What follows belongs to an exercise in optimizing a design on an open flow for small area and a short achievable clock period; a production flow would make more cautious choices.
At most, simulation tests tie the RTL to the original design; equivalence was not proved.
Power is estimated from default activity; no workload was simulated.

==> flow/design.v (excerpt) <==
module mode_banks_top (
    input  wire          clk,
    input  wire          rst,
    input  wire          reg_write,
    input  wire [23:0]   reg_wr,             
    input  wire          find_mode_req,
    input  wire [31:0]   meas,               
    output wire [3:0]    mode_match_safe,
    output wire          dirty_modes,
    output wire          mode_change,
    output wire          vid_mode_change,
    output wire [127:0]  timing
);
Size: ~3,100 cells after synthesis, ~200 I/O pins, ~31,000 um^2 of cells after synthesis.
clock: 5.5 ns
lec_check: 0
cap_margin: 20
core_margin: 2
core_utilization: 40
cts_cluster_diameter: 80
cts_cluster_size: 24
setup_slack_margin: 2.5
slew_margin: 20
synth_hierarchical: 1
synth_minimum_keep_size: 0
standard.sh (not shown) runs the stock make flow with config.mk's settings and CLKGATE_MAP_FILE= SYNTH_SCRIPT=/design/flow/synth_recipe.tcl, a recipe that flattens the netlist after the stock synthesis.
==> flow/flow/run.sh <==
#!/bin/bash
# The standard layout, except that the port buffers are buf_2 cells
# rather than the resizer's default pick (a slow delay buffer); repair may
# still resize them. Everything else is the standard flow unchanged.
set -euo pipefail
export BUFFER_PORTS_ARGS="-buffer_cell sky130_fd_sc_hd__buf_2"
bash standard.sh > standard.log 2>&1
Edit:
- CTS_CLUSTER_DIAMETER: 80 -> 85
- CTS_CLUSTER_SIZE: 24 -> 28
The new run completed with no timing, DRC or antenna violations.
Die area stays the same.
Count of clock-buffer cells in the layout is lower by 5.
Combinational power is about the same.
Clock skew falls by 14 ps.
Cell count hardly moves.
Power went down slightly.
Setup slack got worse by 45 ps.
Edit:
- CTS_CLUSTER_DIAMETER: 85 -> 80
- CTS_CLUSTER_SIZE: 28 -> 24
- SETUP_SLACK_MARGIN: 2.5 -> 2.3
After rerunning: Final cell count came out lower by 0.61%; setup slack loses 110 ps; count of clock-buffer cells in the layout is higher by 7; final area fell by 1.9%.
Edit:
- SETUP_SLACK_MARGIN: 2.3 -> 2.65
Outcome:
- global-route usage rises by 0.72 points
- total power rises by 0.40%
- setup slack gains 130 ps
- design area grows by 6.2%
- cell count increases by 2.1%
- critical path depth rose by 4
- routed wire length climbs by 3.5%
- die area does not change
- sequential share of layout area goes down by 2.4 points
Edit:
- CTS_CLUSTER_DIAMETER: 80 -> default
- CTS_CLUSTER_SIZE: 24 -> default
- SETUP_SLACK_MARGIN: 2.65 -> 2.5
Result: Synthesized cell count is unchanged; power rose by about a fifth; first-iteration DRC count drops by a few percent; setup slack degrades by 8.8 ps; synthesized area is unchanged.

* * *

Another version of the RTL of mode_banks_top (not shown whole).
Size in the first run: ~3,200 cells after synthesis, ~200 I/O pins, roughly 31,000 sq um of cells after synthesis.
export LEC_CHECK = 0
export CAP_MARGIN = 20
export CORE_MARGIN = 2
export CORE_UTILIZATION = 40
export CTS_CLUSTER_DIAMETER = 80
export CTS_CLUSTER_SIZE = 24
export SETUP_SLACK_MARGIN = 2.5
export SLEW_MARGIN = 20
export SYNTH_HIERARCHICAL = 1
export SYNTH_MINIMUM_KEEP_SIZE = 0
create_clock -name core_clock -period 5.5 [get_ports {clk}]
==> flow/flow/run.sh <==
#!/bin/bash
# The standard layout (standard.sh) with two changes:
# - the port buffers are buf_2 cells rather than the resizer's default
#   pick (a slow delay buffer); repair may still resize them;
# - MATCH_CELL_FOOTPRINT=0, so the resizer may size a cell to any drive
#   strength, not only to one with the same footprint.
# Synthesis, floorplan, power grid, CTS and routing are otherwise unchanged.
set -euo pipefail
export BUFFER_PORTS_ARGS="-buffer_cell sky130_fd_sc_hd__buf_2"
sed 's/"${@:-finish}"/MATCH_CELL_FOOTPRINT=0 "${@:-finish}"/' standard.sh > standard_free.sh
grep -q 'MATCH_CELL_FOOTPRINT=0' standard_free.sh
bash standard_free.sh > standard.log 2>&1
==> next run, changes <==
==> flow/flow/run.sh (replaced) <==
#!/bin/bash
# The standard layout, except that the port buffers are buf_2 cells
# rather than the resizer's default pick (a slow delay buffer); repair may
# still resize them. Everything else is the standard flow unchanged.
set -euo pipefail
export BUFFER_PORTS_ARGS="-buffer_cell sky130_fd_sc_hd__buf_2"
bash standard.sh > standard.log 2>&1
Effect:
- The new run went through all stages and came out clean
- synthesized area stays the same
- count of clock-buffer cells in the layout drops by 1
- total power went down by 1.2%
- flip-flop and latch count is unchanged
- combinational power hardly moves
- non-clock buffer count went down by 4
- critical path depth shrinks by 1
- setup slack improves by 43 ps
No functional check of the RTL was part of any run of this note.

* * *

Another version of the RTL of mode_banks_top (not shown whole).
Size in the first run: ~200 I/O pins, ~31000 um^2 of cells after synthesis.
export LEC_CHECK = 0
export CAP_MARGIN = 20
export CORE_MARGIN = 2
export CORE_UTILIZATION = 40
export SETUP_SLACK_MARGIN = 2.75
export SLEW_MARGIN = 20
export SYNTH_HIERARCHICAL = 1
export SYNTH_MINIMUM_KEEP_SIZE = 0
create_clock -name core_clock -period 5.5 [get_ports {clk}]
==> flow/flow/run.sh <==
#!/bin/bash
# The standard layout, except that the port buffers are buf_2 cells
# rather than the resizer's default pick (a slow delay buffer); repair may
# still resize them. Everything else is the standard flow unchanged.
set -euo pipefail
export BUFFER_PORTS_ARGS="-buffer_cell sky130_fd_sc_hd__buf_2"
bash standard.sh > standard.log 2>&1
The starting point produced a clean layout.
==> next run, changes <==
--- a/flow/config.mk
+++ b/flow/config.mk
@@ -10,2 +10,3 @@
-export CORE_UTILIZATION = 40
-export SETUP_SLACK_MARGIN = 2.75
+export CORE_UTILIZATION = 50
+export PLACE_DENSITY = 0.75
+export SETUP_SLACK_MARGIN = 2.5
The changed run completed with no timing, DRC or antenna violations.
Wire length is lower by 11%.
Critical path depth fell by 5.
Combinational power fell by 5.6%.
Core utilization grows by 6.8 points.
Worst hold slack is about the same.
Total power goes down by 1.5%.
No functional check of the RTL was part of any run of this note.

* * *

RTL: one of the versions met above, not the one the previous note started from.
For scale: ~3200 cells after synthesis, ~200 I/O pins, roughly 31000 sq um of cells after synthesis.
==> flow/design.v (excerpt) <==
module mode_banks_top (
    input  wire          clk,
    input  wire          rst,
    input  wire          reg_write,
    input  wire [23:0]   reg_wr,             
    input  wire          find_mode_req,
    input  wire [31:0]   meas,               
    output wire [3:0]    mode_match_safe,
    output wire          dirty_modes,
    output wire          mode_change,
    output wire          vid_mode_change,
    output wire [127:0]  timing
);
    wire [7:0]  wr_addr = reg_wr[23:16];
    wire [15:0] wr_data = reg_wr[15:0];
    logic [4*128-1:0] cfg;
    logic [3:0]       valid;
    logic [3:0]       dirty;
    logic             dirty_q;
    logic [3:0]       sel;        
    logic [3:0]       last;
    logic             change;
    logic             vchange;
    logic [127:0]     tim;
    logic [3:0]       ld, ldx, ldn, ldxn;
    logic             hold;       
    logic [4:0] hdec;
    logic [7:0] ldec;
    always_comb begin
        for (int h = 0; h < 5; h++) begin
            hdec[h] = reg_write && (wr_addr[7:3] == 5'(h));
        end
        for (int l = 0; l < 8; l++) begin
            ldec[l] = (wr_addr[2:0] == 3'(l));
        end
    end
    logic [3:0] hit [9];
    always_comb begin
        for (int m = 0; m < 4; m++) begin
            for (int o = 0; o < 9; o++) begin
                hit[o][m] = hdec[(4 + 9 * m + o) / 8] && ldec[(4 + 9 * m + o) % 8];
            end
        end
    end
    for (genvar m = 0; m < 4; m++) begin : g_mode
        for (genvar o = 0; o < 8; o++) begin : g_field
            localparam int A = 4 + 9 * m + o;
            wire        we, wn;
            wire [15:0] d;
            mb_and3  i_we (.a(hdec[A / 8]), .b(ldec[A % 8]), .c(!valid[m]), .y(we));
            mb_nand3 i_wn (.a(hdec[A / 8]), .b(ldec[A % 8]), .c(!valid[m]), .y(wn));
            for (genvar b = 0; b < 16; b++) begin : g_bit
                mb_hold1 i_hold (
  ...
clock: 5.5 ns
lec_check: 0
cap_margin: 20
core_margin: 2
core_utilization: 40
setup_slack_margin: 2.5
slew_margin: 20
synth_hierarchical: 1
synth_minimum_keep_size: 0
Scripts as last shown in full above: flow/flow/run.sh
Then changed:
==> flow/flow/run.sh (replaced) <==
#!/bin/bash
# The standard layout (standard.sh) with two changes:
# - the port buffers are buf_2 cells rather than the resizer's default
#   pick (a slow delay buffer); repair may still resize them;
# - MATCH_CELL_FOOTPRINT=0, so the resizer may size a cell to any drive
#   strength, not only to one with the same footprint.
# Synthesis, floorplan, power grid, CTS and routing are otherwise unchanged.
set -euo pipefail
export BUFFER_PORTS_ARGS="-buffer_cell sky130_fd_sc_hd__buf_2"
sed 's/"${@:-finish}"/MATCH_CELL_FOOTPRINT=0 "${@:-finish}"/' standard.sh > standard_free.sh
grep -q 'MATCH_CELL_FOOTPRINT=0' standard_free.sh
bash standard_free.sh > standard.log 2>&1
=>
- The changed run passed the timing, DRC and antenna checks
- power fell by a few percent
- via count is lower slightly
- synthesized area stays the same
No functional check of the RTL was part of any run of this note.

[re-timing with driven ports]
The results above use ideal ports. As a check the final layouts listed here were re-extracted and re-timed, cells and wires unchanged.
Step 1 (the two cells are an assumption about what drives the block):
set clk [get_ports {clk}]
set_driving_cell -lib_cell sky130_fd_sc_hd__clkbuf_16 $clk
set_driving_cell -lib_cell sky130_fd_sc_hd__buf_2 [delete_from_list [all_inputs] $clk]
Step 2 adds t to the input delays and takes it off the output delays; t is the mean of the earliest and latest rising clock arrival at the registers after step 1. Input paths then give back, and output paths get back, about the clock's delay inside the block.
Slacks: no drivers / after step 1 / after step 2; pairs: no drivers / after step 1.
| run | t (ns) | setup slack, ns | worst setup path at the end | worst data-port slew with drivers (ns) | pins driven straight from the clock port |
|---|---|---|---|---|---|
| the first run of note 1 | 0.673 | 2.552 / 2.595 / 1.922 | input to register | 0.15 | 1 |
| the second run of note 1 | 0.661 | 2.507 / 2.533 / 1.873 | input to register | 0.14 | 1 |
| the third run of note 1 | 0.659 | 2.398 / 2.421 / 1.773 | input to register | 0.14 | 1 |
| the fourth run of note 1 | 0.663 | 2.527 / 2.527 / 2.067 | input to register | 0.14 | 1 |
| the fifth run of note 1 | 0.676 | 2.518 / 2.556 / 1.880 | input to register | 0.14 | 1 |
| the first run of note 2 | 0.663 | 2.315 / 2.363 / 1.700 | input to register | 0.11 | 1 |
| the second run of note 2 | 0.663 | 2.358 / 2.308 / 1.645 | input to register | 0.11 | 1 |
| the first run of note 3 | 0.685 | 2.659 / 2.659 / 2.093 | input to register | 0.11 | 1 |
| the second run of note 3 | 0.669 | 2.422 / 2.461 / 1.792 | input to register | 0.10 | 1 |
| the first run of note 4 | 0.669 | 2.317 / 2.269 / 1.599 | input to register | 0.11 | 1 |
| the second run of note 4 | 0.680 | 2.354 / 2.397 / 1.716 | input to register | 0.10 | 1 |
After both steps setup and hold are still met in every run listed. The setup slack of the first run of note 4, which loses most, moves by -0.048 ns with the drivers and by -0.718 ns with both steps.
